This design comes from an exercise in tuning for small area on the open sky130 flow, not from production work. Function was checked by simulation only, so behaviour that the tests miss may differ from the original. No activity file was given, so power comes from the tool's default toggle rates.

== build 81 ==
==> flow/design.v (excerpt) <==
module mips_cpu_bus (
    input  logic        clk,
    input  logic        reset,
    output logic        active,
    output logic [31:0] register_v0,
    output logic [31:0] address,
    output logic        read,
    output logic        write,
    output logic [31:0] writedata,
    output logic [3:0]  byteenable,
    input  logic        waitrequest,
    input  logic [31:0] readdata
);
For scale: about 28000 um2 of cells after synthesis.
export LEC_CHECK = 0
export CAP_MARGIN = 20
export CORE_MARGIN = 2
export CORE_UTILIZATION = 40
export CTS_BUF_LIST = sky130_fd_sc_hd__clkbuf_8
export CTS_CLUSTER_DIAMETER = 60
export CTS_CLUSTER_SIZE = 20
export SLEW_MARGIN = 20
export BUFFER_PORTS_ARGS = -buffer_cell sky130_fd_sc_hd__buf_1
export CTS_ARGS = -sink_clustering_enable -repair_clock_nets -buf_list sky130_fd_sc_hd__clkbuf_8 -sink_clustering_size 20 -sink_clustering_max_diameter 60 -dont_use_dummy_load
create_clock -name core_clock -period 10.5 [get_ports {clk}]
standard.sh (not shown) runs the stock make flow with config.mk's settings and CLKGATE_MAP_FILE= SYNTH_SCRIPT=/design/flow/synth_recipe.tcl, a recipe that flattens the netlist after the stock synthesis.
==> flow/flow/run.sh <==
#!/bin/bash
set -e
cat >> config.mk <<'EOT'
export BUFFER_PORTS_ARGS = -buffer_cell sky130_fd_sc_hd__buf_1
export CTS_ARGS = -sink_clustering_enable -repair_clock_nets -buf_list sky130_fd_sc_hd__clkbuf_8 -sink_clustering_size 20 -sink_clustering_max_diameter 60 -dont_use_dummy_load
EOT
bash standard.sh > standard.log 2>&1
What build 42 does differently from build 81 at the input level:
# build 81
export LEC_CHECK = 0
export CAP_MARGIN = 20
export CORE_MARGIN = 2
export CORE_UTILIZATION = 40
export CTS_BUF_LIST = sky130_fd_sc_hd__clkbuf_8
export CTS_CLUSTER_DIAMETER = 60
export CTS_CLUSTER_SIZE = 20
export SLEW_MARGIN = 20
export BUFFER_PORTS_ARGS = -buffer_cell sky130_fd_sc_hd__buf_1
export CTS_ARGS = -sink_clustering_enable -repair_clock_nets -buf_list sky130_fd_sc_hd__clkbuf_8 -sink_clustering_size 20 -sink_clustering_max_diameter 60 -dont_use_dummy_load
create_clock -name core_clock -period 10.5 [get_ports {clk}]
# build 42
export LEC_CHECK = 0
export CAP_MARGIN = 20
export CORE_MARGIN = 2
export CORE_UTILIZATION = 40
export CTS_BUF_LIST = sky130_fd_sc_hd__clkbuf_8
export CTS_CLUSTER_DIAMETER = 60
export CTS_CLUSTER_SIZE = 20
export SLEW_MARGIN = 20
export BUFFER_PORTS_ARGS = -buffer_cell sky130_fd_sc_hd__buf_1
export CTS_ARGS = -sink_clustering_enable -repair_clock_nets -buf_list sky130_fd_sc_hd__clkbuf_8 -sink_clustering_size 22 -sink_clustering_max_diameter 50 -dont_use_dummy_load
create_clock -name core_clock -period 10.5 [get_ports {clk}]
==> flow/flow/run.sh <==
#!/bin/bash
set -e
cat >> config.mk <<'EOT'
export BUFFER_PORTS_ARGS = -buffer_cell sky130_fd_sc_hd__buf_1
export CTS_ARGS = -sink_clustering_enable -repair_clock_nets -buf_list sky130_fd_sc_hd__clkbuf_8 -sink_clustering_size 22 -sink_clustering_max_diameter 50 -dont_use_dummy_load
EOT
bash standard.sh > standard.log 2>&1
Findings:
Build 42: all stages complete, timing, DRC and antenna checks passed. Delta (build 42 minus build 81): power went up by 0.000095 W; sequential share of layout area -0.34 points; highest clock rate level; average wire length per cell after detail routing went down. Compared with build 81, in build 42 total buffers and inverters traversed by the critical path roughly the same; power density relative to cell area higher; fraction of area in clock buffers and inverters higher; post-layout minimum cycle time higher.
### build 42 -> build 60
# build 42
export LEC_CHECK = 0
export CAP_MARGIN = 20
export CORE_MARGIN = 2
export CORE_UTILIZATION = 40
export CTS_BUF_LIST = sky130_fd_sc_hd__clkbuf_8
export CTS_CLUSTER_DIAMETER = 60
export CTS_CLUSTER_SIZE = 20
export SLEW_MARGIN = 20
export BUFFER_PORTS_ARGS = -buffer_cell sky130_fd_sc_hd__buf_1
export CTS_ARGS = -sink_clustering_enable -repair_clock_nets -buf_list sky130_fd_sc_hd__clkbuf_8 -sink_clustering_size 22 -sink_clustering_max_diameter 50 -dont_use_dummy_load
create_clock -name core_clock -period 10.5 [get_ports {clk}]
# build 60
export LEC_CHECK = 0
export CAP_MARGIN = 20
export CORE_MARGIN = 2
export CORE_UTILIZATION = 40
export CTS_BUF_LIST = sky130_fd_sc_hd__clkbuf_8
export CTS_CLUSTER_DIAMETER = 60
export CTS_CLUSTER_SIZE = 20
export SLEW_MARGIN = 20
export BUFFER_PORTS_ARGS = -buffer_cell sky130_fd_sc_hd__buf_1
export CTS_ARGS = -sink_clustering_enable -repair_clock_nets -buf_list sky130_fd_sc_hd__clkbuf_8 -sink_clustering_size 20 -sink_clustering_max_diameter 70 -dont_use_dummy_load
create_clock -name core_clock -period 10.5 [get_ports {clk}]
==> flow/flow/run.sh <==
#!/bin/bash
set -e
cat >> config.mk <<'EOT'
export BUFFER_PORTS_ARGS = -buffer_cell sky130_fd_sc_hd__buf_1
export CTS_ARGS = -sink_clustering_enable -repair_clock_nets -buf_list sky130_fd_sc_hd__clkbuf_8 -sink_clustering_size 20 -sink_clustering_max_diameter 70 -dont_use_dummy_load
EOT
bash standard.sh > standard.log 2>&1
--- outcome ---
- The final layout from build 60, which completed every stage, passed the timing, design-rule and antenna checks at the end of the flow.
- Comparing build 42 against build 60, there is no change at all in number of top-level pins.
- Remaining max-slew budget at the tightest pin was higher in build 60 than in build 42.
- | number of nets in the layout | lower: build 60 |
- Diff build 60..build 42 | final routed wirelength across all metal layers | negligible
- As far as highest clock frequency the design can meet is concerned, build 42 and build 60 perform about the same.
- For multi-input combinational cell area, build 42 and build 60 come out practically identical.
- In the flow results for build 42 and build 60, the met3 track utilization from global routing is larger on build 42.

re-timing with driven ports:
How much do the figures lean on ideal ports? The routed layouts below were timed once more, with nothing changed but the port constraints. Step 1, drivers: a clkbuf_16 drives clk and a buf_2 each remaining input, both assumed. Step 2 times the ports against the registers' clock, not the clock port: input delays grow and output delays shrink by t, the midpoint of the rising clock arrivals with the driver on. a / b / c = no drivers / after step 1 / after step 2; a / b = the first two.
run	t, ns	setup WS [ns]	hold WS [ns]
build 81	0.695	4.967 / 4.937 / 4.937	0.283 / 0.283 / 0.283
build 42	0.709	4.962 / 4.933 / 4.933	0.244 / 0.244 / 0.244
build 60	0.708	4.952 / 4.923 / 4.923	0.256 / 0.256 / 0.256
After both steps every run listed still meets setup and hold. For build 81, which loses most, drivers alone change the setup slack by -0.030 ns; drivers and shift together by -0.030 ns.
